What follows belongs to an exercise in optimizing a design on an open flow for small area, a short achievable clock period and few clock cycles per item; a production flow would make more cautious choices.
The RTL was checked by simulation tests, not by an equivalence proof against the original design.
No activity file was given, so power comes from the tool's default toggle rates.

==> design/flow/constraint.sdc <==
create_clock -name core_clock -period 8.0 [get_ports {clk_i}]
set_input_delay 1.6000 -clock core_clock [delete_from_list [all_inputs] [get_ports {clk_i}]]
set_output_delay 1.6000 -clock core_clock [all_outputs]
set_load 0.01 [all_outputs]
==> design/flow/config.mk <==
export PLATFORM = sky130hd
export DESIGN_NAME = grid_linear_upsampler
export DESIGN_NICKNAME = grid_linear_upsampler
export VERILOG_FILES = /design/flow/design.v
export SDC_FILE = /design/flow/constraint.sdc
export NUM_CORES = 4
export LEC_CHECK = 0
export ABC_CLOCK_PERIOD_IN_PS = 2500
export CAP_MARGIN = 20
export CORE_MARGIN = 2
export CORE_UTILIZATION = 40
export CTS_BUF_LIST = sky130_fd_sc_hd__clkbuf_16
export CTS_CLUSTER_DIAMETER = 60
export CTS_CLUSTER_SIZE = 34
export PLACE_DENSITY = 0.6
export SETUP_SLACK_MARGIN = 5
export SLEW_MARGIN = 20
==> design/flow/run.sh <==
#!/bin/bash
# synth_recipe.tcl (not shown) runs the flow's synth.tcl, then flattens the netlist and writes it again
# the make line also repeats each setting of config.mk as NAME=value (left out here)
make -C /OpenROAD-flow-scripts/flow DESIGN_CONFIG=/design/flow/config.mk WORK_HOME=/design/flow/orfs CLKGATE_MAP_FILE= SYNTH_SCRIPT=/design/flow/synth_recipe.tcl finish
==> design/flow/design.v <==
package gsu_pkg;
  localparam int GRID     = 40;    
  localparam int CMAX     = 9;     
  localparam int HEIGHT_W = 8;
  localparam int T_W      = 6;     
  localparam logic [1:0] STATUS_OK      = 2'd0;
  localparam logic [1:0] STATUS_ADDR    = 2'd1;
  localparam logic [1:0] STATUS_SPACING = 2'd2;
endpackage
module gsu_csa #(
  parameter int W = 15
) (
  input  logic [W-1:0] a_i,
  input  logic [W-1:0] b_i,
  input  logic [W-1:0] c_i,
  output logic [W-1:0] s_o,
  output logic [W-1:0] cy_o
);
  logic [W-1:0] maj;
  assign s_o  = a_i ^ b_i ^ c_i;
  assign maj  = (a_i & b_i) | (a_i & c_i) | (b_i & c_i);
  assign cy_o = {maj[W-2:0], 1'b0};
endmodule
module gsu_mul_cs (
  input  logic [8:0]  d_i,
  input  logic [5:0]  w_i,
  input  logic [11:0] k_i,
  output logic [14:0] s_o,
  output logic [14:0] c_o
);
  logic [14:0] sd;
  logic [14:0] r0, r1, r2, r3, r4, k;
  logic [14:0] s1a, c1a, s1b, c1b, s2, c2;
  assign sd = {{6{d_i[8]}}, d_i};
  assign r0 = w_i[0] ? sd : '0;
  assign r1 = w_i[1] ? (sd << 1) : '0;
  assign r2 = w_i[2] ? (sd << 2) : '0;
  assign r3 = w_i[3] ? (sd << 3) : '0;
  assign r4 = w_i[5] ? (sd << 5) : (w_i[4] ? (sd << 4) : '0);
  assign k  = {k_i, 3'b000};
  gsu_csa u_l1a (.a_i(r0),  .b_i(r1),  .c_i(r2), .s_o(s1a), .cy_o(c1a));
  gsu_csa u_l1b (.a_i(r3),  .b_i(r4),  .c_i(k),  .s_o(s1b), .cy_o(c1b));
  gsu_csa u_l2  (.a_i(s1a), .b_i(c1a), .c_i(s1b), .s_o(s2),  .cy_o(c2));
  gsu_csa u_l3  (.a_i(s2),  .b_i(c2),  .c_i(c1b), .s_o(s_o), .cy_o(c_o));
endmodule
module gsu_div5_step (
  input  logic [2:0] rem_i,
  input  logic       bit_i,
  output logic       q_o,
  output logic [2:0] rem_o
);
  logic r2, r1, r0, b;
  assign {r2, r1, r0} = rem_i;
  assign b        = bit_i;
  assign q_o      = r2 | (r1 & r0) | (r1 & b);
  assign rem_o[2] = (r1 & ~r0 & ~b) | (r2 & b);
  assign rem_o[1] = (r0 & ~r1) | (r1 & r0 & b) | (r2 & ~b);
  assign rem_o[0] = (~r1 & ~r2 & b) | (r1 & r0 & ~b) | (r2 & ~b);
endmodule
module gsu_div5_step2 (
  input  logic [2:0] rem_i,
  input  logic [1:0] bits_i,
  output logic [1:0] q_o,
  output logic [2:0] rem_o
);
  logic r2, r1, r0, b1, b0;
  assign {r2, r1, r0} = rem_i;
  assign {b1, b0}     = bits_i;
  assign q_o[1]   = r2 | (r1 & r0) | (r1 & b1);
  assign q_o[0]   = r2 | (r0 & b1 & b0) | (r1 & ~r0 & ~b1) | (~r1 & r0 & b1) | (~r1 & r0 & b0);
  assign rem_o[2] = (r2 & b1 & b0) | (~r1 & r0 & ~b1 & ~b0) | (r1 & ~r0 & ~b1 & b0) | (r1 & r0 & b1 & ~b0);
  assign rem_o[1] = (r1 & ~b1 & ~b0) | (~r2 & ~r1 & b1 & b0) | (~r1 & ~r0 & b1 & ~b0) | (r2 & ~b1 & b0)
                  | (r1 & r0 & ~b1);
  assign rem_o[0] = (r2 & ~b0) | (~r2 & ~r0 & b1 & b0) | (r1 & r0 & ~b1 & b0) | (r1 & ~r0 & ~b1 & ~b0)
                  | (~r1 & r0 & b1 & ~b0) | (~r2 & ~r1 & ~r0 & b0);
endmodule
module gsu_div5_steps2 #(
  parameter int N = 1
) (
  input  logic [2:0]     rem_i,
  input  logic [2*N-1:0] bits_i,
  output logic [2*N-1:0] q_o,
  output logic [2:0]     rem_o
);
  logic [2:0] rem [N+1];
  assign rem[N] = rem_i;
  for (genvar k = N - 1; k >= 0; k--) begin : g_step
    gsu_div5_step2 u_step (.rem_i(rem[k+1]), .bits_i(bits_i[2*k+1:2*k]),
                           .q_o(q_o[2*k+1:2*k]), .rem_o(rem[k]));
  end
  assign rem_o = rem[0];
endmodule
module gsu_add #(
  parameter int W = 8
) (
  input  logic [W-1:0] a_i,
  input  logic [W-1:0] b_i,
  input  logic         ci_i,
  output logic [W-1:0] s_o
);
  localparam int L = (W > 1) ? $clog2(W) : 1;
  logic [W-1:0] g [L+1];
  logic [W-1:0] p [L+1];
  logic [W-1:0] hp;
  assign hp   = a_i ^ b_i;
  assign g[0] = (a_i & b_i) | {{(W-1){1'b0}}, hp[0] & ci_i};
  assign p[0] = hp;
  for (genvar l = 0; l < L; l++) begin : g_lvl
    for (genvar i = 0; i < W; i++) begin : g_bit
      if (((i >> l) & 1) == 1) begin : g_node
        localparam int J = ((i >> l) << l) - 1;
        assign g[l+1][i] = g[l][i] | (p[l][i] & g[l][J]);
        assign p[l+1][i] = p[l][i] & p[l][J];
      end else begin : g_pass
        assign g[l+1][i] = g[l][i];
        assign p[l+1][i] = p[l][i];
      end
    end
  end
  assign s_o = hp ^ {g[L][W-2:0], ci_i};
endmodule
module gsu_ram (
  input  logic       clk_i,
  input  logic       we_i,
  input  logic [8:0] rsel_i,    
  input  logic [8:0] csel_i,    
  input  logic [8:0] crd_i,     
  input  logic [7:0] wdata_i,
  output logic [7:0] e_o,       
  output logic [7:0] o_o        
);
  logic [7:0] mem_q [9][9];
  logic [7:0] row [9];
  always_ff @(posedge clk_i) begin
    for (int r = 0; r < 9; r++) begin
      for (int c = 0; c < 9; c++) begin
        if (we_i && rsel_i[r] && csel_i[c]) mem_q[r][c] <= wdata_i;
      end
    end
  end
  always_comb begin
    for (int c = 0; c < 9; c++) begin
      row[c] = '0;
      for (int r = 0; r < 9; r++) row[c] = row[c] | (mem_q[r][c] & {8{rsel_i[r]}});
    end
    e_o = '0;
    o_o = '0;
    for (int c = 0; c < 9; c += 2) e_o = e_o | (row[c] & {8{crd_i[c]}});
    for (int c = 1; c < 9; c += 2) o_o = o_o | (row[c] & {8{crd_i[c]}});
  end
endmodule
module gsu_queue #(
  parameter int LIMIT = 7,    
  parameter int NBUF  = 6     
) (
  input  logic       clk_i,
  input  logic       rst_ni,
  input  logic       acc_i,       
  output logic       ready_o,
  input  logic       res_valid_i,
  input  logic [9:0] res_data_i,
  output logic       out_valid_o,
  input  logic       out_ready_i,
  output logic [9:0] out_data_o
);
  localparam int CW = $clog2(LIMIT + 1);
  localparam int PW = $clog2(NBUF);
  localparam int NW = $clog2(NBUF + 1);
  logic [CW-1:0] owed_q, owed_inc, owed_dec;
  logic          below_q;              
  logic          ready_q;
  logic          ov_q;
  logic [9:0]    od_q;
  logic [9:0]    buf_q [NBUF];
  logic [PW-1:0] wp_q, rp_q, wp_inc, rp_inc;
  logic [NW-1:0] n_q, n_inc, n_dec;    
  logic          bempty_q;             
  logic          take, ofree, pop, push, up, dn;
  logic [9:0]    head;
  assign take  = ov_q && out_ready_i;
  assign ofree = !ov_q || out_ready_i;
  assign pop   = ofree && !bempty_q;
  assign push  = res_valid_i && !(ofree && bempty_q);
  assign up    = res_valid_i && ov_q && !out_ready_i;
  assign dn    = !bempty_q && !res_valid_i && ofree;
  assign owed_inc = owed_q + CW'(1);
  assign owed_dec = owed_q - CW'(1);
  assign wp_inc   = (wp_q == PW'(NBUF - 1)) ? '0 : wp_q + PW'(1);
  assign rp_inc   = (rp_q == PW'(NBUF - 1)) ? '0 : rp_q + PW'(1);
  assign n_inc    = n_q + NW'(1);
  assign n_dec    = n_q - NW'(1);
  always_comb begin
    head = '0;
    for (int i = 0; i < NBUF; i++) if (rp_q == PW'(i)) head = buf_q[i];
  end
  always_ff @(posedge clk_i or negedge rst_ni) begin
    if (!rst_ni) begin
      owed_q   <= '0;
      below_q  <= 1'b1;
      ready_q  <= 1'b0;
      ov_q     <= 1'b0;
      wp_q     <= '0;
      rp_q     <= '0;
      n_q      <= '0;
      bempty_q <= 1'b1;
    end else begin
      if (acc_i && !take) begin
        owed_q  <= owed_inc;
        below_q <= owed_inc < CW'(LIMIT);
      end else if (!acc_i && take) begin
        owed_q  <= owed_dec;
        below_q <= 1'b1;
      end
      ready_q <= !acc_i && (below_q || take);
      if (ofree) ov_q <= !bempty_q || res_valid_i;
      if (push) wp_q <= wp_inc;
      if (pop)  rp_q <= rp_inc;
      if (up) begin
        n_q      <= n_inc;
        bempty_q <= 1'b0;
      end else if (dn) begin
        n_q      <= n_dec;
        bempty_q <= n_q == NW'(1);
      end
    end
  end
  always_ff @(posedge clk_i) begin
    if (ofree) od_q <= !bempty_q ? head : res_data_i;
    for (int i = 0; i < NBUF; i++) begin
      if (res_valid_i && wp_q == PW'(i)) buf_q[i] <= res_data_i;
    end
  end
  assign ready_o     = ready_q;
  assign out_valid_o = ov_q;
  assign out_data_o  = od_q;
endmodule
module gsu_front (
  input  logic        cmd_i,
  input  logic [5:0]  row_i,
  input  logic [5:0]  col_i,
  input  logic [4:0]  sp_i,
  output logic        we_o,       
  output logic        rd_o,       
  output logic [1:0]  status_o,
  output logic [8:0]  rsel_o,
  output logic [8:0]  csel_o,
  output logic [5:0]  tr_o,       
  output logic [5:0]  tc_o        
);
  logic       addr_ld_ok, addr_rd_ok, sp_ok;
  logic [8:0] rsel_rd, csel_rd;
  logic [14:0] rs [5];
  logic [14:0] cs [5];
  function automatic int span_of(input int i);
    case (i)
      0: span_of = 40;
      1: span_of = 20;
      2: span_of = 10;
      3: span_of = 8;
      default: span_of = 5;
    endcase
  endfunction
  for (genvar i = 0; i < 5; i++) begin : g_split
    assign rs[i] = split(row_i, span_of(i));
    assign cs[i] = split(col_i, span_of(i));
  end
  function automatic logic [14:0] split(input logic [5:0] v, input int s);
    logic [8:0] sel;
    logic [5:0] t;
    int q, r, tt;
    sel = '0;
    t   = '0;
    for (int k = 0; k <= 40; k++) begin
      if (v == 6'(k)) begin
        q  = k / s;
        r  = k % s;
        tt = r * (40 / s);
        if (q % 2 == 1) tt = 40 - tt;
        sel = 9'(1) << q;
        if (r != 0) sel = sel | (9'(1) << (q + 1));
        t = 6'(tt);
      end
    end
    split = {sel, t};
  endfunction
  always_comb begin
    rsel_rd = '0;
    csel_rd = '0;
    tr_o    = '0;
    tc_o    = '0;
    for (int i = 0; i < 5; i++) begin
      if (sp_i[i]) begin
        rsel_rd = rsel_rd | rs[i][14:6];
        csel_rd = csel_rd | cs[i][14:6];
        tr_o    = tr_o | rs[i][5:0];
        tc_o    = tc_o | cs[i][5:0];
      end
    end
  end
  assign addr_ld_ok = (row_i < 6'd9) && (col_i < 6'd9);
  assign addr_rd_ok = (row_i <= 6'd40) && (col_i <= 6'd40);
  assign sp_ok      = |sp_i;
  always_comb begin
    we_o = 1'b0;
    rd_o = 1'b0;
    if (!cmd_i) begin
      we_o     = addr_ld_ok;
      status_o = addr_ld_ok ? gsu_pkg::STATUS_OK : gsu_pkg::STATUS_ADDR;
      rsel_o   = 9'(1) << row_i[3:0];
      csel_o   = 9'(1) << col_i[3:0];
    end else begin
      rd_o     = addr_rd_ok && sp_ok;
      status_o = !addr_rd_ok ? gsu_pkg::STATUS_ADDR
               : !sp_ok      ? gsu_pkg::STATUS_SPACING : gsu_pkg::STATUS_OK;
      rsel_o   = rsel_rd;
      csel_o   = csel_rd;
    end
  end
endmodule
module gsu_lerp_core #(
  parameter int SB = 1
) (
  input  logic          clk_i,
  input  logic          rst_ni,
  input  logic          v_i,
  input  logic [SB-1:0] sb_i,
  input  logic [8:0]    d_i,
  input  logic [11:0]   k_i,
  input  logic [5:0]    w_i,
  output logic          v_o,
  output logic [SB-1:0] sb_o,
  output logic [7:0]    h_o
);
  logic          p2_v, p3_v, p4_v;
  logic [SB-1:0] p2_sb, p3_sb, p4_sb;
  logic [14:0] m_s, m_c;
  logic [14:0] p2_s, p2_c;
  gsu_mul_cs u_mul (.d_i(d_i), .w_i(w_i), .k_i(k_i), .s_o(m_s), .c_o(m_c));
  logic [14:0] sum3;
  logic [11:0] z;
  logic        q3a;
  logic [2:0]  r3a, r3;
  logic [1:0]  q3b;
  logic [2:0]  p3_q;
  logic [2:0]  p3_r;
  logic [5:0]  p3_z;
  gsu_add #(.W(15)) u_add3 (.a_i(p2_s), .b_i(p2_c), .ci_i(1'b0), .s_o(sum3));
  assign z = sum3[14:3];
  gsu_div5_step   u_d3a (.rem_i(z[11:9]), .bit_i(z[8]), .q_o(q3a), .rem_o(r3a));
  gsu_div5_steps2 #(.N(1)) u_d3b (.rem_i(r3a), .bits_i(z[7:6]), .q_o(q3b), .rem_o(r3));
  logic [5:0]  q4;
  logic [2:0]  r4;
  logic [7:0]  p4_q;
  gsu_div5_steps2 #(.N(3)) u_d4 (.rem_i(p3_r), .bits_i(p3_z), .q_o(q4), .rem_o(r4));
  always_ff @(posedge clk_i or negedge rst_ni) begin
    if (!rst_ni) begin
      p2_v <= 1'b0;
      p3_v <= 1'b0;
      p4_v <= 1'b0;
    end else begin
      p2_v <= v_i;
      p3_v <= p2_v;
      p4_v <= p3_v;
    end
  end
  always_ff @(posedge clk_i) begin
    p2_sb <= sb_i;
    p2_s  <= m_s;
    p2_c  <= m_c;
    p3_sb <= p2_sb;
    p3_q  <= {q3a, q3b};
    p3_r  <= r3;
    p3_z  <= z[5:0];
    p4_sb <= p3_sb;
    p4_q  <= {p3_q[1:0], q4};
  end
  assign v_o  = p4_v;
  assign sb_o = p4_sb;
  assign h_o  = p4_q;
endmodule
module grid_linear_upsampler (
  input  logic        clk_i,
  input  logic        rst_ni,
  input  logic        in_valid_i,
  output logic        in_ready_o,
  input  logic [20:0] in_data_i,
  output logic        out_valid_o,
  input  logic        out_ready_i,
  output logic [9:0]  out_data_o,
  input  logic        cfg_we_i,
  input  logic [3:0]  cfg_data_i
);
  logic [4:0] sp_q;
  logic [4:0] sp_d;
  always_comb begin
    unique case (cfg_data_i)
      4'd2:    sp_d = 5'b00001;
      4'd3:    sp_d = 5'b00010;
      4'd5:    sp_d = 5'b00100;
      4'd6:    sp_d = 5'b01000;
      4'd9:    sp_d = 5'b10000;
      default: sp_d = 5'b00000;
    endcase
  end
  always_ff @(posedge clk_i or negedge rst_ni) begin
    if (!rst_ni)       sp_q <= 5'b00100;
    else if (cfg_we_i) sp_q <= sp_d;
  end
  logic        acc;
  logic        s1_p0, s1_p1;
  logic [20:0] s1_item;
  assign acc = in_valid_i && in_ready_o;
  always_ff @(posedge clk_i or negedge rst_ni) begin
    if (!rst_ni) begin
      s1_p0 <= 1'b0;
      s1_p1 <= 1'b0;
    end else begin
      s1_p0 <= acc;
      s1_p1 <= s1_p0;
    end
  end
  always_ff @(posedge clk_i) begin
    if (in_ready_o) s1_item <= in_data_i;
  end
  logic       f_we, f_rd;
  logic [1:0] f_st;
  logic [8:0] f_rsel, f_csel;
  logic [5:0] f_tr, f_tc;
  gsu_front u_front (
    .cmd_i    (s1_item[20]),
    .row_i    (s1_item[19:14]),
    .col_i    (s1_item[13:8]),
    .sp_i     (sp_q),
    .we_o     (f_we),
    .rd_o     (f_rd),
    .status_o (f_st),
    .rsel_o   (f_rsel),
    .csel_o   (f_csel),
    .tr_o     (f_tr),
    .tc_o     (f_tc)
  );
  logic       d_v, d_ph, d_we, d_rd;
  logic [1:0] d_st;
  logic [8:0] d_rsel, d_csel;
  logic [5:0] d_tr, d_tc;
  always_ff @(posedge clk_i or negedge rst_ni) begin
    if (!rst_ni) begin
      d_v  <= 1'b0;
      d_we <= 1'b0;
    end else begin
      d_v  <= s1_p0 || s1_p1;
      d_we <= s1_p0 && f_we;
    end
  end
  always_ff @(posedge clk_i) begin
    d_ph   <= s1_p1;
    d_rd   <= f_rd;
    d_st   <= f_st;
    d_rsel <= !s1_item[20] ? f_rsel
            : !f_rd        ? 9'd0
            : s1_p1        ? (f_rsel & 9'b010101010)
            :                (f_rsel & 9'b101010101);
    d_csel <= f_csel;
    d_tr   <= f_tr;
    d_tc   <= f_tc;
  end
  logic [7:0] r_e, r_o;
  gsu_ram u_store (
    .clk_i   (clk_i),
    .we_i    (d_we),
    .rsel_i  (d_rsel),
    .csel_i  (d_csel),
    .crd_i   (d_csel & {9{d_rd}}),
    .wdata_i (s1_item[7:0]),
    .e_o     (r_e),
    .o_o     (r_o)
  );
  logic       s_v, s_ph;
  logic [1:0] s_st;
  logic [5:0] s_tr, s_tc;
  logic [7:0] s_e, s_o;
  always_ff @(posedge clk_i or negedge rst_ni) begin
    if (!rst_ni) s_v <= 1'b0;
    else         s_v <= d_v;
  end
  always_ff @(posedge clk_i) begin
    s_ph <= d_ph;
    s_st <= d_st;
    s_tr <= d_tr;
    s_tc <= d_tc;
    s_e  <= r_e;
    s_o  <= r_o;
  end
  logic [8:0]  h_d1;
  logic [11:0] h_k1;
  logic        hp1_v;
  logic [8:0]  hp1_sb;
  logic [8:0]  hp1_d;
  logic [11:0] hp1_k;
  logic [5:0]  hp1_w;
  gsu_add #(.W(9))  u_hsub (.a_i({1'b0, s_o}), .b_i(~{1'b0, s_e}), .ci_i(1'b1), .s_o(h_d1));
  gsu_add #(.W(12)) u_hk   (.a_i({1'b0, 1'b1, s_e, 2'b00}), .b_i({3'b000, 1'b1, s_e}), .ci_i(1'b0),
                            .s_o(h_k1));
  always_ff @(posedge clk_i or negedge rst_ni) begin
    if (!rst_ni) hp1_v <= 1'b0;
    else         hp1_v <= s_v;
  end
  always_ff @(posedge clk_i) begin
    hp1_sb <= {s_ph, s_st, s_tr};
    hp1_d  <= h_d1;
    hp1_k  <= h_k1;
    hp1_w  <= s_tc;
  end
  logic       h_v;
  logic [8:0] h_sb;
  logic [7:0] h_h;
  gsu_lerp_core #(.SB(9)) u_hlerp (
    .clk_i  (clk_i),
    .rst_ni (rst_ni),
    .v_i    (hp1_v),
    .sb_i   (hp1_sb),
    .d_i    (hp1_d),
    .k_i    (hp1_k),
    .w_i    (hp1_w),
    .v_o    (h_v),
    .sb_o   (h_sb),
    .h_o    (h_h)
  );
  logic       h_ph;
  logic [7:0] he;
  logic [8:0] j_d;
  logic [11:0] j_k;
  assign h_ph = h_sb[8];
  gsu_add #(.W(9))  u_jsub (.a_i({1'b0, h_h}), .b_i(~{1'b0, he}), .ci_i(1'b1), .s_o(j_d));
  gsu_add #(.W(12)) u_jk   (.a_i({1'b0, 1'b1, he, 2'b00}), .b_i({3'b000, 1'b1, he}), .ci_i(1'b0),
                            .s_o(j_k));
  always_ff @(posedge clk_i) begin
    he <= h_h;
  end
  logic        vp1_v;
  logic [1:0]  vp1_sb;
  logic [8:0]  vp1_d;
  logic [11:0] vp1_k;
  logic [5:0]  vp1_w;
  always_ff @(posedge clk_i or negedge rst_ni) begin
    if (!rst_ni) vp1_v <= 1'b0;
    else         vp1_v <= h_v && h_ph;
  end
  always_ff @(posedge clk_i) begin
    vp1_sb <= h_sb[7:6];
    vp1_d  <= j_d;
    vp1_k  <= j_k;
    vp1_w  <= h_sb[5:0];
  end
  logic       v_v;
  logic [1:0] v_st;
  logic [7:0] v_h;
  gsu_lerp_core #(.SB(2)) u_vlerp (
    .clk_i  (clk_i),
    .rst_ni (rst_ni),
    .v_i    (vp1_v),
    .sb_i   (vp1_sb),
    .d_i    (vp1_d),
    .k_i    (vp1_k),
    .w_i    (vp1_w),
    .v_o    (v_v),
    .sb_o   (v_st),
    .h_o    (v_h)
  );
  gsu_queue #(.LIMIT(7), .NBUF(6)) u_queue (
    .clk_i       (clk_i),
    .rst_ni      (rst_ni),
    .acc_i       (acc),
    .ready_o     (in_ready_o),
    .res_valid_i (v_v),
    .res_data_i  ({v_h, v_st}),
    .out_valid_o (out_valid_o),
    .out_ready_i (out_ready_i),
    .out_data_o  (out_data_o)
  );
endmodule
==> results of run 1 <==
worst register-to-register path: stages, from the launching register on:
cell      delay [ns]
dfxtp_2         0.33
ha_2            0.16
inv_2           0.03
fa_2            0.34
nor2b_2         0.15
o31a_1          0.18
buf_4           0.13
o21a_4          0.15
o22ai_1         0.10
o32a_1          0.32
o311a_4         0.32
a21boi_1        0.13
or4b_1          0.48
synth_stat cells, types with 4 or more instances:
library cell | count | area (um2)
dfrtp_1 | 31 | 775.7
o31ai_1 | 15 | 112.6
o21a_1 | 9 | 67.56
or2_2 | 8 | 50.05
o21ai_0 | 118 | 590.6
nand3_1 | 98 | 490.5
edfxtp_1 | 739 | 22190
o32ai_1 | 11 | 96.34
nand4_1 | 6 | 37.54
nor2b_1 | 16 | 100.1
mux2i_1 | 29 | 290.3
a21boi_0 | 20 | 150.1
a22o_1 | 74 | 648.1
clkbuf_1 | 172 | 645.6
a31oi_1 | 27 | 168.9
mux2_2 | 6 | 67.56
and2_1 | 61 | 381.6
a221o_1 | 7 | 70.07
xor2_1 | 16 | 140.1
inv_1 | 199 | 747.0
o221ai_1 | 7 | 61.31
fa_1 | 96 | 1922
o32a_1 | 4 | 40.04
a22oi_1 | 129 | 968.4
o211ai_1 | 17 | 127.6
a21o_1 | 17 | 127.6
a221oi_1 | 77 | 674.4
and3_1 | 85 | 531.8
xnor2_1 | 34 | 297.8
nand2_1 | 144 | 540.5
nor2_1 | 97 | 364.1
o22ai_1 | 28 | 175.2
nor4_1 | 7 | 43.79
nor3_1 | 36 | 180.2
a32oi_1 | 8 | 70.07
ha_1 | 60 | 750.7
a21oi_1 | 81 | 405.4
a211oi_1 | 15 | 112.6
nand2b_1 | 33 | 206.5
buf_1 | 23 | 86.33
o311ai_0 | 5 | 43.79
a311oi_1 | 5 | 43.79
a222oi_1 | 83 | 830.8
dfxtp_1 | 255 | 5105
a211o_1 | 9 | 78.83
power by group through the flow:
| stage | clock network [mW] | logic [mW] | registers [mW] |
|---|---|---|---|
| floorplan | 0 | 1.89 | 6.72 |
| global placement | 0 | 2.56 | 6.88 |
| detailed placement | 0 | 2.59 | 6.88 |
| CTS | 4.65 | 2.61 | 6.76 |
| global route | 4.84 | 2.99 | 6.82 |
| finish | 4.55 | 2.66 | 6.75 |
logic make-up (layout without fill, tap and decap cells):
kind of cell,Yosys count,in the layout,synth area share (%)
buffers and inverters,402,438,3.634
DFF,1028,1028,66.63
xor gates and xnor gates,50,50,1.037
AOI/OAI and AO/OA,796,796,14.08
and+or+nand+nor,618,618,7.446
muxes,35,35,0.8470
adders and majority gates,156,156,6.326
metrics by stage:
step / instance area [um2] / utilization [%] / hold WS, ns / instances
global route: 47240 / 45.01 / 0.3164 / 4512
detailed placement: 43890 / 41.81 / 0.3121 / 4348
global placement: 43890 / 41.81 / 0.3109 / 4348
floorplan: 42250 / - / 0.3096 / 3085
finish: 47240 / 45.01 / 0.3103 / 4512
CTS: 47120 / 44.89 / 0.3133 / 4508
state kept, by name (all words and copies together), names as in the netlist, 10 cells and up:
signal and flops:
vp1_k 12, u_hlerp.p2_c 11, s1_item 21, u_queue.buf_q 60, u_hlerp.p2_s 12, u_queue.od_q 10
u_vlerp.p2_c 11, hp1_k 12, u_store.mem_q 648, u_vlerp.p2_s 12
cell type report:
cell class	count	area, um2
repair buffers	86	748.2
well taps	1391	1740
inverters	200	750.7
clock inverters	70	1082
flip-flops and latches	1028	28190
clock buffers	82	2052
fillers	9249	57730
multi-input cells	1655	12680
timing repair:
action	in CTS	in global routing
pin swaps	7	3
setup buffers	8	4
setup endpoints to repair	23	26
gates resized for setup	24	23
worst min path at each step:
stage,startpoint,end,slack [ns],cells past startpoint
final,d_tr[5],s_tr[5],0.31,0
after global routing,d_tr[3],s_tr[3],0.32,0
after CTS,d_tr[5],s_tr[5],0.31,0
after detailed placement,s_tr[1],hp1_sb[1],0.31,0
after global placement,hp1_sb[8],u_hlerp.p2_sb[8],0.31,0
after floorplan,s_tr[0],hp1_sb[0],0.31,0
per-layer routing:
metal	part of all wire, %	track usage [%]
met5	0	0
met4	2.2	4.795
met3	6.0	2.240
met2	49	29.25
met1	43	24.03
==> impl_summary.txt, run 1 <==
----------------------------------------------------
[Timing]
  Final Setup Violations ... 0
  Share of the cycle needed by the critical path after routing ... a little under two fifths
  Slew @ Worst Pin ... between 1 and 1.5 ns
  Hold Fails Final Rpt ... 0
  Slack of the critical path ... between 5 and 6 ns
  Max transition margin ... about a quarter
  Worst clock skew ... about 0.054 ns
  F_max ... between 300 and 400 MHz
  RSZ-0062 raised after global routing ... true
  Sum of negative setup slack ... 0 ns
  Fin. max-slew vios ... 0
  Final Critical Period ... between 2 and 3 ns

[Finish]
  Commonest cells after routing, fill and taps aside ... 739 x edfxtp_1, 245 x dfxtp_1, 200 x inv_1
  Layout net count ... around 3,200
  Most common cell after layout, fill and taps aside ... edfxtp_1
  Share of final-layout standard cells stronger than drive strength 1 ... under 10%
  Number of diodes added for antenna fixing ... 0
  P&R area growth vs syn ... 11.83%

[Setup path]
  Largest delay contributor family on the critical path ... flip-flops
  Total number of cells along the worst setup path ... 1
  Startpoint type of the worst setup path ... register
  Critical path startpoint ... u_queue.ov_q
  Number of cells on the worst reg-to-reg path ... 12
  Critical path's largest stage delay ... just over 0.4 ns
  Setup crit end ... out_valid_o
  Buffers plus inverters on the worst setup path ... 1
  Reg-to-Reg Start ... u_hlerp.p2_s[4]
  Cells along the critical path ... dlygate4sd2_1
  Crit path kind ... reg -> out
  Required time worst endpoint ... approximately 6.4 ns
  Reg2Reg Setup Slack ... 5.06 ns
  Signal arrival time at the worst endpoint ... 1.34 ns
  Peak fanout along the critical path ... 3
  Critical path's slowest cell ... dfrtp_1
  Crit path capture type ... primary output
  Capturing point of the worst reg2reg path ... u_hlerp.p3_r[0]

[Floorplanning]
  Std-Cell Core Area ... between 100,000 and 150,000 um2
  Boundary pin count ... between 40 and 50
  Area of the die ... ~110,000 um2
  Row Count ... roughly 120
  Horizontal die dimension ... 329.0 um
  Overall die height ... between 300 and 400 um
  Initial cell density of the core ... between 40% and 50%

[Synth]
  Synthesized area divided by synthesized cell count ... approximately 14 um2
  Post-synth ARST share ... ~3.3%
  Synthesized instance count ... 3,085
  Distinct cell type count after synthesis ... a little over 80
  Sequential-to-total area share from yosys stat ... 66.63%
  Count of warnings emitted by yosys ... 26
  Yosys reg bits ... 1,028
  Synthesized netlist net count ... approximately 3,300
  Post-synth EDFFs ... 739
  Main flop type after synthesis ... edfxtp_1
  Synth Cell Area ... about 42,000 um2

[Status]
  Status ... no timing/DRC/antenna violations

[Routing]
  Wire length per cell after detailed routing ... 21.14 um
  DRC violation count after routing ... 0
  Via count ... approximately 25,000
  Number of violations reported at the end of detailed-routing iteration 0 ... approximately 2,500
  DRT Wirelength ... about 95 mm
  First-pass DRT Iterations ... 7
  Detail-routed via count per cell ... approximately 5.6
  Residual antenna-violating net count after detailed routing ... 0

[Power and ir drop]
  Clock group share of total power ... 32.6%
  Combinational group share of total power ... between 10% and 20%
  Switching power as a share of total power ... around a third
  Share of total power in sequential cells ... between 40% and 50%
  Standby leakage power ... between 15 and 20 nW
  Switching power of the nets ... ~4.4 mW
  Post-layout total power ... approximately 14 mW
  Int Power ... ~9.6 mW
  Pwr/cell area ... approximately 300 nW/um2
  Maximum ir drop on the vdd rail ... 0.3119 mV

[Clock network]
  TritonCTS clock tree ... done
  Cts hold-fix bufs ... 0
  Clock Tree Root ... clkbuf_16
  Worst-Skew Late Latency ... approximately 0.70 ns
  Clock Tree Buf Depth ... 3
  Depth of the CTS H-tree ... 3
  TritonCTS sink count ... approximately 1,000
  Clock transition at the register clock pins on the worst setup and hold paths after CTS ... approximately 0.10 ns
  Number of buffers added by the clock tree synthesis step ... 81

[GRT]
  Wire length of the first global-routing pass ... between 100 and 150 mm
  Number of antenna violations at the first check in global routing ... 1
  Global-route usage over all layers ... between 15 and 20%
  Pin count of the biggest net entering global routing ... 82
  Number of global-route vias before repair ... 24,770
  Overall overflow remaining after global route ... 0

[Placed design]
  Port Buf Inserts ... 41
  HPWL after DPL ... ~58 mm
  Pre-CTS setup slack ... between 4 and 5 ns
  Placer's final routability congestion estimate ... 0.8661

[Run]
  Number of max-cap violations ... 0

[Worst hold path]
  Class of the tightest hold or removal check ... reg -> reg

----------------------------------------------------
Testbench counts, summed over its fixed seeds: cycles 6,862, items 3,335.
==> run 2: changes to the inputs <==
--- a/design/flow/config.mk
+++ b/design/flow/config.mk
@@ -10,8 +10,8 @@
 export CORE_MARGIN = 2
 export CORE_UTILIZATION = 40
 export CTS_BUF_LIST = sky130_fd_sc_hd__clkbuf_16
-export CTS_CLUSTER_DIAMETER = 60
-export CTS_CLUSTER_SIZE = 34
+export CTS_CLUSTER_DIAMETER = 100
+export CTS_CLUSTER_SIZE = 30
 export PLACE_DENSITY = 0.6
 export SETUP_SLACK_MARGIN = 5
 export SLEW_MARGIN = 20
==> run 2 against run 1 <==
Net effect:
- setup slack got worse by 0.0079 ns
- die area unchanged
- synthesized area is the same
- first-iteration DRC count up 2.9%
- total power fell by 14%
- count of clock-buffer cells in the layout fell by 40
- clock power decreased by 41%
- non-clock buffer count fell by 2
- critical path type unchanged
- highest routed layer unchanged
==> impl_summary.txt, run 2 <==
----------------------------------------------------
[Status]
  Status ... no timing/DRC/antenna violations

[Setup path]
  Startpoint type of the worst setup path ... register
  Number of cells on the worst reg-to-reg path ... 12 (unchanged)
  Signal arrival time at the worst endpoint ... 1.35 ns (about the same)
  Critical path's slowest cell ... dfrtp_1
  Crit path top cell by count ... buf_6
  Peak fanout along the critical path ... 3 (unchanged)
  Crit path kind ... reg -> out
  Critical path's largest stage delay ... 0.40 ns (about the same)
  Crit path capture type ... primary output
  Cells along the critical path ... buf_6 > buf_6
  Required time worst endpoint ... 6.40 ns (about the same)

[Synth]
  Count of warnings emitted by yosys ... 26 (unchanged)
  Main flop type after synthesis ... edfxtp_1
  Synthesized area divided by synthesized cell count ... 13.69 um2 (unchanged)
  Post-synth ARST share ... 3.307% (unchanged)
  Fraction of post-synthesis cell area in the top cell type by area ... 52.53% (unchanged)
  Post-synth EDFFs ... 739 (unchanged)
  Most frequently used cell type in the post-synthesis netlist ... edfxtp_1
  Yosys reg bits ... 1,028 (unchanged)
  Synth Cell Area ... 42,250 um2 (unchanged)
  Distinct cell type count after synthesis ... 83 (unchanged)
  Synthesized netlist net count ... 3,271 (unchanged)
  Synthesized instance count ... 3,085 (unchanged)
  Biggest area consumer among synthesized cells ... edfxtp_1
  Most area-consuming cells after synthesis ... edfxtp_1 53%, dfxtp_1 12%, fa_1 4.5%
  Sequential-to-total area share from yosys stat ... 66.63% (unchanged)
  Leading post-synthesis cells by instance count ... 739 x edfxtp_1, 255 x dfxtp_1, 199 x inv_1

[GRT]
  Global-route usage over all layers ... 17.18% (-0.30 points)
  Overall overflow remaining after global route ... 0 (unchanged)
  Number of antenna violations at the first check in global routing ... 2 (+1)
  Pin count of the biggest net entering global routing ... 82 (unchanged)
  Wire length of the first global-routing pass ... 145.1 mm (-1.5%)
  Number of global-route vias before repair ... 24,220 (-2.2%)

[Timing]
  Final Setup Violations ... 0 (unchanged)
  Max transition margin ... 24.32% (-0.95 points)
  RSZ-0062 raised after global routing ... true
  Slew @ Worst Pin ... 1.135 ns (+0.01426 ns)
  Sum of negative setup slack ... 0 ns (unchanged)
  Min Hold Slack ... 0.3072 ns (-0.003085 ns)
  Final Critical Period ... 2.952 ns (+0.007920 ns)
  Fin. max-slew vios ... 0 (unchanged)
  Worst clock skew ... 0.04831 ns (-0.006053 ns)
  Hold Fails Final Rpt ... 0 (unchanged)
  F_max ... 338.7 MHz (-0.27%)
  Share of the cycle needed by the critical path after routing ... 36.90% (+0.099 points)

[Clock network]
  TritonCTS clock tree ... done
  Depth of the CTS H-tree ... 2 (-1)
  TritonCTS sink count ... 1,028 (unchanged)
  Clock transition at the register clock pins on the worst setup and hold paths after CTS ... 0.11 ns (about the same)
  Clock Tree Buf Depth ... 3 (unchanged)
  Worst-Skew Late Latency ... 0.69 ns (about the same)
  Number of buffers added by the clock tree synthesis step ... 42 (-48%)
  Clock Tree Root ... clkbuf_16

[Power and ir drop]
  Combinational group share of total power ... 21.8% (+2.7 points)
  Maximum ir drop on the vdd rail ... 0.3132 mV (+0.41%)
  Standby leakage power ... 16.12 nW (-4.8%)
  Switching power as a share of total power ... 30.85% (-0.56 points)
  Share of total power in sequential cells ... 56.0% (+7.6 points)
  Pwr/cell area ... 265.6 nW/um2 (-10%)
  Int Power ... 8.334 mW (-13%)
  Switching power of the nets ... 3.718 mW (-15%)
  Clock group share of total power ... 22.2% (-10 points)

[Routing]
  Residual antenna-violating net count after detailed routing ... 0 (unchanged)
  Via count ... 24,960 (-1.6%)
  DRC violation count after routing ... 0 (unchanged)
  First-pass DRT Iterations ... 6 (-1)
  Detail-routed via count per cell ... 5.629 (+0.13%)
  DRT Wirelength ... 94.14 mm (-1.3%)
  Wire length per cell after detailed routing ... 21.24 um (+0.45%)
  Number of violations reported at the end of detailed-routing iteration 0 ... 2,587 (+2.9%)

[Finish]
  Share of final-layout standard cells stronger than drive strength 1 ... 5.194% (-3.1 points)
  Register cell area after layout ... 28,190 um2 (about the same)
  Registers with the most flip-flops ... u_store.mem_q x648, u_queue.buf_q x60, s1_item x21
  Filler Cells Inserted ... 9,445 (+2.1%)
  Register name with the most flops ... u_store.mem_q
  Commonest cells after routing, fill and taps aside ... 739 x edfxtp_1, 244 x dfxtp_1, 220 x inv_1
  Layout net count ... 3,197 (-1.3%)
  Area of combinational cells with multiple inputs ... 12,650 um2 (-0.24%)
  P&R area growth vs syn ... 7.410%
  Final standard cell count with taps included and fillers excluded ... 4,433 (-1.8%)
  Most common cell after layout, fill and taps aside ... edfxtp_1
  Flip-flop count of the largest register, all copies and words added ... 648 (unchanged)
  Number of diodes added for antenna fixing ... 0 (unchanged)

[Run]
  Number of max-cap violations ... 0 (unchanged)

[Floorplanning]
  Boundary pin count ... 42 (unchanged)
  Overall die height ... 329.0 um (unchanged)
  Horizontal die dimension ... 329.0 um (unchanged)
  Row Count ... 119 (unchanged)
  Initial cell density of the core ... 40.25% (unchanged)
  Std-Cell Core Area ... 105,000 um2 (unchanged)
  Area of the die ... 108,200 um2 (unchanged)

[Placed design]
  Count of placed standard cells including taps ... 4,348 (unchanged)
  Placer's final routability congestion estimate ... 0.8661 (unchanged)
  HPWL after DPL ... 57.92 mm (unchanged)
  Port Buf Inserts ... 41 (unchanged)

[Worst hold path]
  Class of the tightest hold or removal check ... reg -> reg
  Min-Delay Path Depth ... 0 (unchanged)

----------------------------------------------------
## run 2: cell counts after synthesis
No cell type changed its count.
## run 2: worst max-delay path, delay by kind of cell (launching register included)
kind	cells	cell delay [ns]
flops	1	0.40
buf+inv	2	0.28
## run 2: power by group through the flow
| stage | clock network, mW | logic (mW) | registers [mW] |
|---|---|---|---|
| after floorplan | 0 | 1.89 | 6.72 |
| after global routing | 2.92 | 2.96 | 6.81 |
| after CTS | 2.76 | 2.62 | 6.76 |
| final | 2.67 | 2.63 | 6.75 |
| after detailed placement | 0 | 2.59 | 6.88 |
| after global placement | 0 | 2.56 | 6.88 |
## run 2: metal layers
metal	GRT usage, %	routed length (um)	vias up
met5	0	0	-
met2	29.06	45580	776
met3	1.915	5225	101
met1	23.90	41590	12520
li1	-	-	11560
met4	3.732	1743	0
## run 2: through the flow
step	cell area [um2]	total power [mW]	worst slack [ns]	util (%)
floorplan	42250	8.616	5.007	-
global placement	43890	9.436	4.480	41.81
detailed placement	43890	9.474	4.466	41.81
CTS	45320	12.14	4.864	43.17
global route	45380	12.70	4.947	43.23
finish	45380	12.05	5.048	43.23
## run 2: path summary, 6_finish.rpt
| check | start | to | slack [ns] |
|---|---|---|---|
| worst max-delay path | u_queue.ready_q | in_ready_o | 5.05 |
| worst min-delay path | d_tr[5] | s_tr[5] | 0.31 |
| worst max register to register | u_hlerp.p2_s[4] | u_hlerp.p3_r[0] | 5.07 |
| worst min register to register | d_tr[5] | s_tr[5] | 0.31 |
| max in group asynchronous | rst_ni | d_we | 6.22 |
| min in group asynchronous | rst_ni | u_queue.n_q[1] | 1.07 |
## run 2: repair_timing
action,4_1_cts,5_1_grt
buffers inserted,9,1
gates resized for setup,28,18
hold buffers,0,0
endpoints found under the setup margin,24,22
pin swaps,7,4
## run 2: final cells by class
| cell class | instances | share of cell area, % |
|---|---|---|
| clock buffers | 42 | 2.316 |
| clock inverters | 33 | 0.5846 |
| inverters | 200 | 1.654 |
| multi-input cells | 1655 | 27.88 |
| flip-flops and latches | 1028 | 62.12 |
| well taps | 1391 | 3.835 |
| repair buffers | 84 | 1.605 |
## run 2: kinds of logic after synthesis
group / count (synthesis) / synth area share, %
flops: 1028 / 66.63
simple gates: 618 / 7.446
compound gates: 796 / 14.08
mux: 35 / 0.8470
fa+ha+maj: 156 / 6.326
xor+xnor: 50 / 1.037
buf+inv: 402 / 3.634
==> run 3: changes to the inputs <==
--- a/design/flow/design.v
+++ b/design/flow/design.v
@@ -150,8 +150,8 @@
   end
 endmodule
 module gsu_queue #(
-  parameter int LIMIT = 7,    
-  parameter int NBUF  = 6     
+  parameter int LIMIT = 8,    
+  parameter int NBUF  = 7     
 ) (
   input  logic       clk_i,
   input  logic       rst_ni,
@@ -331,12 +331,11 @@
   output logic [SB-1:0] sb_o,
   output logic [7:0]    h_o
 );
-  logic          p2_v, p3_v, p4_v;
-  logic [SB-1:0] p2_sb, p3_sb, p4_sb;
+  logic          p2_v, pa_v, p3_v, p4_v;
+  logic [SB-1:0] p2_sb, pa_sb, p3_sb, p4_sb;
   logic [14:0] m_s, m_c;
   logic [14:0] p2_s, p2_c;
   gsu_mul_cs u_mul (.d_i(d_i), .w_i(w_i), .k_i(k_i), .s_o(m_s), .c_o(m_c));
-  logic [14:0] sum3;
   logic [11:0] z;
   logic        q3a;
   logic [2:0]  r3a, r3;
@@ -344,8 +343,14 @@
   logic [2:0]  p3_q;
   logic [2:0]  p3_r;
   logic [5:0]  p3_z;
-  gsu_add #(.W(15)) u_add3 (.a_i(p2_s), .b_i(p2_c), .ci_i(1'b0), .s_o(sum3));
-  assign z = sum3[14:3];
+  logic [8:0]  lo3;
+  logic [4:0]  pa_zl;
+  logic        pa_cy;
+  logic [6:0]  pa_s, pa_c;
+  logic [6:0]  hi3;
+  gsu_add #(.W(9)) u_add3l (.a_i({1'b0, p2_s[7:0]}), .b_i({1'b0, p2_c[7:0]}), .ci_i(1'b0), .s_o(lo3));
+  gsu_add #(.W(7)) u_add3h (.a_i(pa_s), .b_i(pa_c), .ci_i(pa_cy), .s_o(hi3));
+  assign z = {hi3, pa_zl};
   gsu_div5_step   u_d3a (.rem_i(z[11:9]), .bit_i(z[8]), .q_o(q3a), .rem_o(r3a));
   gsu_div5_steps2 #(.N(1)) u_d3b (.rem_i(r3a), .bits_i(z[7:6]), .q_o(q3b), .rem_o(r3));
   logic [5:0]  q4;
@@ -355,11 +360,13 @@
   always_ff @(posedge clk_i or negedge rst_ni) begin
     if (!rst_ni) begin
       p2_v <= 1'b0;
+      pa_v <= 1'b0;
       p3_v <= 1'b0;
       p4_v <= 1'b0;
     end else begin
       p2_v <= v_i;
-      p3_v <= p2_v;
+      pa_v <= p2_v;
+      p3_v <= pa_v;
       p4_v <= p3_v;
     end
   end
@@ -367,7 +374,12 @@
     p2_sb <= sb_i;
     p2_s  <= m_s;
     p2_c  <= m_c;
-    p3_sb <= p2_sb;
+    pa_sb <= p2_sb;
+    pa_zl <= lo3[7:3];
+    pa_cy <= lo3[8];
+    pa_s  <= p2_s[14:8];
+    pa_c  <= p2_c[14:8];
+    p3_sb <= pa_sb;
     p3_q  <= {q3a, q3b};
     p3_r  <= r3;
     p3_z  <= z[5:0];
@@ -567,7 +579,7 @@
     .sb_o   (v_st),
     .h_o    (v_h)
   );
-  gsu_queue #(.LIMIT(7), .NBUF(6)) u_queue (
+  gsu_queue #(.LIMIT(8), .NBUF(7)) u_queue (
     .clk_i       (clk_i),
     .rst_ni      (rst_ni),
     .acc_i       (acc),
==> run 3 against run 2 <==
Net effect:
- first-iteration DRC count grew 6.0%
- global-route usage fell by 0.32 points
- still clean
- synthesized area increased by 4.3%
- die area increased by 4.3%
- largest power group unchanged
- clock skew fell by 0.012 ns
==> impl_summary.txt, run 3 <==
----------------------------------------------------
[Finish]
  P&R area growth vs syn ... 7.533%
  Flip-flop count of the largest register, all copies and words added ... 648 (unchanged)
  Filler Cells Inserted ... 9,849 (+4.3%)
  Registers with the most flip-flops ... u_store.mem_q x648, u_queue.buf_q x70, s1_item x21
  Commonest cells after routing, fill and taps aside ... 749 x edfxtp_1, 296 x dfxtp_1, 224 x inv_1
  Share of final-layout standard cells stronger than drive strength 1 ... 6.593% (+1.4 points)
  Area of combinational cells with multiple inputs ... 13,110 um2 (+3.6%)
  Utilization after layout ... 43.47% (+0.24 points)
  Finished Cell Area ... 47,390 um2 (+4.4%)
  Register name with the most flops ... u_store.mem_q
  Most common cell after layout, fill and taps aside ... edfxtp_1
  Register cell area after layout ... 29,580 um2 (+5.0%)
  Layout net count ... 3,324 (+4.0%)

[Routing]
  First-pass DRT Iterations ... 6 (unchanged)
  Detail-routed via count per cell ... 5.664 (+0.61%)
  Via count ... 25,970 (+4.1%)
  Wire length per cell after detailed routing ... 21.14 um (-0.47%)
  DRT Wirelength ... 96.92 mm (+2.9%)
  Number of violations reported at the end of detailed-routing iteration 0 ... 2,741 (+6.0%)
  DRC violation count after routing ... 0 (unchanged)
  Residual antenna-violating net count after detailed routing ... 0 (unchanged)

[Synth]
  Leading post-synthesis cells by instance count ... 749 x edfxtp_1, 306 x dfxtp_1, 201 x inv_1
  Fraction of the mapped netlist area in compound gates ... 13.37% (-0.70 points)
  Simple-gate share of the synthesized area ... 7.609% (+0.16 points)
  Biggest area consumer among synthesized cells ... edfxtp_1
  Count of warnings emitted by yosys ... 26 (unchanged)
  Synth Cell Area ... 44,070 um2 (+4.3%)
  Synthesized instance count ... 3,203 (+3.8%)
  Main flop type after synthesis ... edfxtp_1
  Yosys reg bits ... 1,092 (+6.2%)
  Most area-consuming cells after synthesis ... edfxtp_1 51%, dfxtp_1 14%, fa_1 4.6%
  Synth Area in XOR/XNOR ... 0.9824% (-0.054 points)
  Post-synth ARST share ... 3.388% (+0.081 points)
  Post-synthesis mux area share ... 1.039% (+0.19 points)
  Synthesized netlist net count ... 3,391 (+3.7%)
  Main combinational cell family by area after synthesis ... compound AO/OA/AOI/OAI gates
  Distinct cell type count after synthesis ... 106 (+28%)
  Fraction of post-synthesis cell area in the top cell type by area ... 51.04% (-1.5 points)
  Synthesized area divided by synthesized cell count ... 13.76 um2 (+0.47%)
  Most frequently used cell type in the post-synthesis netlist ... edfxtp_1
  Post-synthesis share of cell area spent on full adders, half adders and majority gates ... 6.269% (-0.057 points)
  Post-synth EDFFs ... 749 (+1.4%)
  Sequential-to-total area share from yosys stat ... 67.05% (+0.42 points)

[Clock network]
  Worst-Skew Late Latency ... 0.65 ns (-0.04 ns)
  TritonCTS clock tree ... done
  Clock transition at the register clock pins on the worst setup and hold paths after CTS ... 0.11 ns (about the same)
  Number of buffers added by the clock tree synthesis step ... 43 (+2.4%)
  Cts hold-fix bufs ... 0 (unchanged)
  Clock Tree Root ... clkbuf_16
  TritonCTS sink count ... 1,092 (+6.2%)
  Clock Tree Buf Depth ... 3 (unchanged)
  Depth of the CTS H-tree ... 2 (unchanged)

[Run]
  Number of max-cap violations ... 0 (unchanged)

[Setup path]
  Reg2Reg Setup Slack ... 4.93 ns (-0.14 ns)
  Reg-to-Reg Start ... u_vlerp.pa_cy
  Required time worst endpoint ... 8.51 ns (+2.11 ns)
  Buffers plus inverters on the worst setup path ... 3 (+1)
  Cells along the critical path ... inv_2 > fa_2 > fa_2 > nor2b_4 > o21ai_4 > or2b_1 > fa_2 > xor2_4 > buf_4 > buf_6 > nand2_1 > a31oi_1 > o22ai_1 > a221o_1
  Crit path kind ... reg -> reg
  Number of cells on the worst reg-to-reg path ... 14 (+2)
  Signal arrival time at the worst endpoint ... 3.59 ns (+2.24 ns)
  Startpoint type of the worst setup path ... register
  Crit path top cell by count ... fa_2
  Peak fanout along the critical path ... 5 (+2)
  Capturing point of the worst reg2reg path ... u_vlerp.p3_q[0]
  Critical path's slowest cell ... fa_2
  Critical path's largest stage delay ... 0.39 ns (about the same)
  Largest delay contributor family on the critical path ... adder cells
  Crit path capture type ... register

[Floorplanning]
  Row Count ... 121 (+1.7%)
  Initial cell density of the core ... 40.43% (+0.18 points)
  Std-Cell Core Area ... 109,000 um2 (+3.8%)
  Overall die height ... 335.9 um (+2.1%)
  Area of the die ... 112,800 um2 (+4.3%)
  Boundary pin count ... 42 (unchanged)
  Horizontal die dimension ... 335.9 um (+2.1%)

[Placed design]
  Post-detailed-placement cell area ... 45,700 um2 (+4.1%)
  Placer's final routability congestion estimate ... 0.8590 (-0.82%)
  HPWL after DPL ... 58.44 mm (+0.88%)
  Port Buf Inserts ... 41 (unchanged)

[GRT]
  Number of antenna violations at the first check in global routing ... 0 (-2)
  Number of global-route vias before repair ... 24,920 (+2.9%)
  Global-route usage over all layers ... 16.86% (-0.32 points)
  Overall overflow remaining after global route ... 0 (unchanged)
  Wire length of the first global-routing pass ... 149.6 mm (+3.1%)
  Pin count of the biggest net entering global routing ... 82 (unchanged)

[Worst hold path]
  Hold Path Origin ... u_hlerp.p4_sb[1]
  Hold Path Sink ... vp1_w[1]
  Class of the tightest hold or removal check ... reg -> reg
  Min-Delay Path Depth ... 0 (unchanged)

[Timing]
  Fin. max-slew vios ... 0 (unchanged)
  RSZ-0062 raised after global routing ... true
  Max transition margin ... 31.53% (+7.2 points)
  Worst clock skew ... 0.03668 ns (-0.01163 ns)
  Final Setup Violations ... 0 (unchanged)
  Share of the cycle needed by the critical path after routing ... 38.40% (+1.5 points)
  F_max ... 325.5 MHz (-3.9%)
  Final Critical Period ... 3.072 ns (+0.1199 ns)
  Sum of negative setup slack ... 0 ns (unchanged)
  Hold Fails Final Rpt ... 0 (unchanged)
  Slew @ Worst Pin ... 1.027 ns (-0.1082 ns)

[Status]
  Status ... no timing/DRC/antenna violations

[Power and ir drop]
  Standby leakage power ... 16.65 nW (+3.2%)
  Post-layout total power ... 13.75 mW (+14%)
  Pwr/cell area ... 290.1 nW/um2 (+9.2%)
  Maximum ir drop on the vdd rail ... 0.2375 mV (-24%)

----------------------------------------------------
run 3: changes by cell type after synthesis, sizes merged, moves of 10 or more:
cell	delta
a22o	-33
a22oi	+13
nand2	+23
clkbuf	-20
dfxtp	+51
a32oi	+10
nor2b	+14
nand3	-10
nor2	+21
or3	+10
o22ai	+18
buf	+26
edfxtp	+10
run 3: logic make-up after synthesis:
family / after synthesis
flip-flops: 1092
AND/OR/NAND/NOR: 658
AO/OA/AOI/OAI: 791
buffers and inverters: 412
multiplexers: 44
XOR/XNOR: 46
adder cells (fa/ha/maj): 160
run 3: repair_timing:
action                     CTS  global route
setup endpoints to repair   23            11
setup buffers               10             9
resized for setup           40            30
pin swaps                   13            24
hold endpoints to repair     0             0
run 3: area by class of cell:
type,count,area share (%)
multi-input cells,1699,27.66
clock inverters,34,0.3881
diodes,1,0.005281
repair buffers,96,1.793
inverters,204,1.616
clock buffers,45,2.376
flip-flops and latches,1092,62.43
well taps,1414,3.734
run 3: per-stage QoR:
stage	hold WS, ns	instances	setup WS, ns
after CTS	0.3190	4575	4.872
after global placement	0.3097	4486	4.281
final	0.3125	4585	4.928
after global routing	0.3323	4584	4.803
after floorplan	0.3096	3203	5.012
after detailed placement	0.3121	4486	4.248
run 3: per-layer routing:
layer	global-route usage (%)	part of all wire (%)
met1	23.42	43
met2	28.48	49
met3	1.938	5.8
met4	3.721	1.7
met5	0	0
run 3: power breakdown:
| group | switching [mW] | internal (mW) |
|---|---|---|
| registers | 0.600 | 6.83 |
| logic | 2.14 | 1.42 |
| clock network | 1.70 | 1.06 |
run 3: how the worst max path moves through the flow:
stage / from / end / slack, ns / depth (start not counted)
detailed placement: out_ready_i / u_queue.n_q[1] / 4.25 / 7
global placement: out_ready_i / u_queue.n_q[1] / 4.28 / 7
global route: u_vlerp.pa_cy / u_vlerp.p3_r[0] / 4.80 / 14
finish: u_vlerp.pa_cy / u_vlerp.p3_q[0] / 4.93 / 14
floorplan: u_vlerp.pa_c[0] / u_vlerp.p3_r[0] / 5.01 / 14
CTS: u_hlerp.pa_c[0] / u_hlerp.p3_r[0] / 4.87 / 10
Testbench counts of run 3, summed over its fixed seeds: cycles 6,894, items 3,335.

==> static timing again, ports no longer ideal <==
Ports are ideal in the flow. The routed layouts listed here were re-timed in OpenROAD. Step 1, drivers: a clkbuf_16 drives clk_i and a buf_2 each remaining input, both assumed. Step 2 times the ports against the registers' clock, not the clock port: input delays grow and output delays shrink by t, the midpoint of the rising clock arrivals with the driver on. a / b / c = ideal / step 1 / step 2; a / b = the first two.
run	t (ns)	slack for setup (ns)	hold slack, ns	worst setup path after step 2	worst data-port slew with drivers (ns)
run 1	0.738	5.056 / 4.988 / 4.666	0.310 / 0.310 / 0.310	input to register	0.13
run 2	0.732	5.048 / 4.980 / 4.437	0.307 / 0.307 / 0.307	input to register	0.13
run 3	0.698	4.928 / 4.928 / 4.539	0.313 / 0.313 / 0.313	input to register	0.04
After both steps setup and hold are still met in every run listed. For run 2, which loses most, drivers alone change the setup slack by -0.068 ns; drivers and shift together by -0.611 ns.
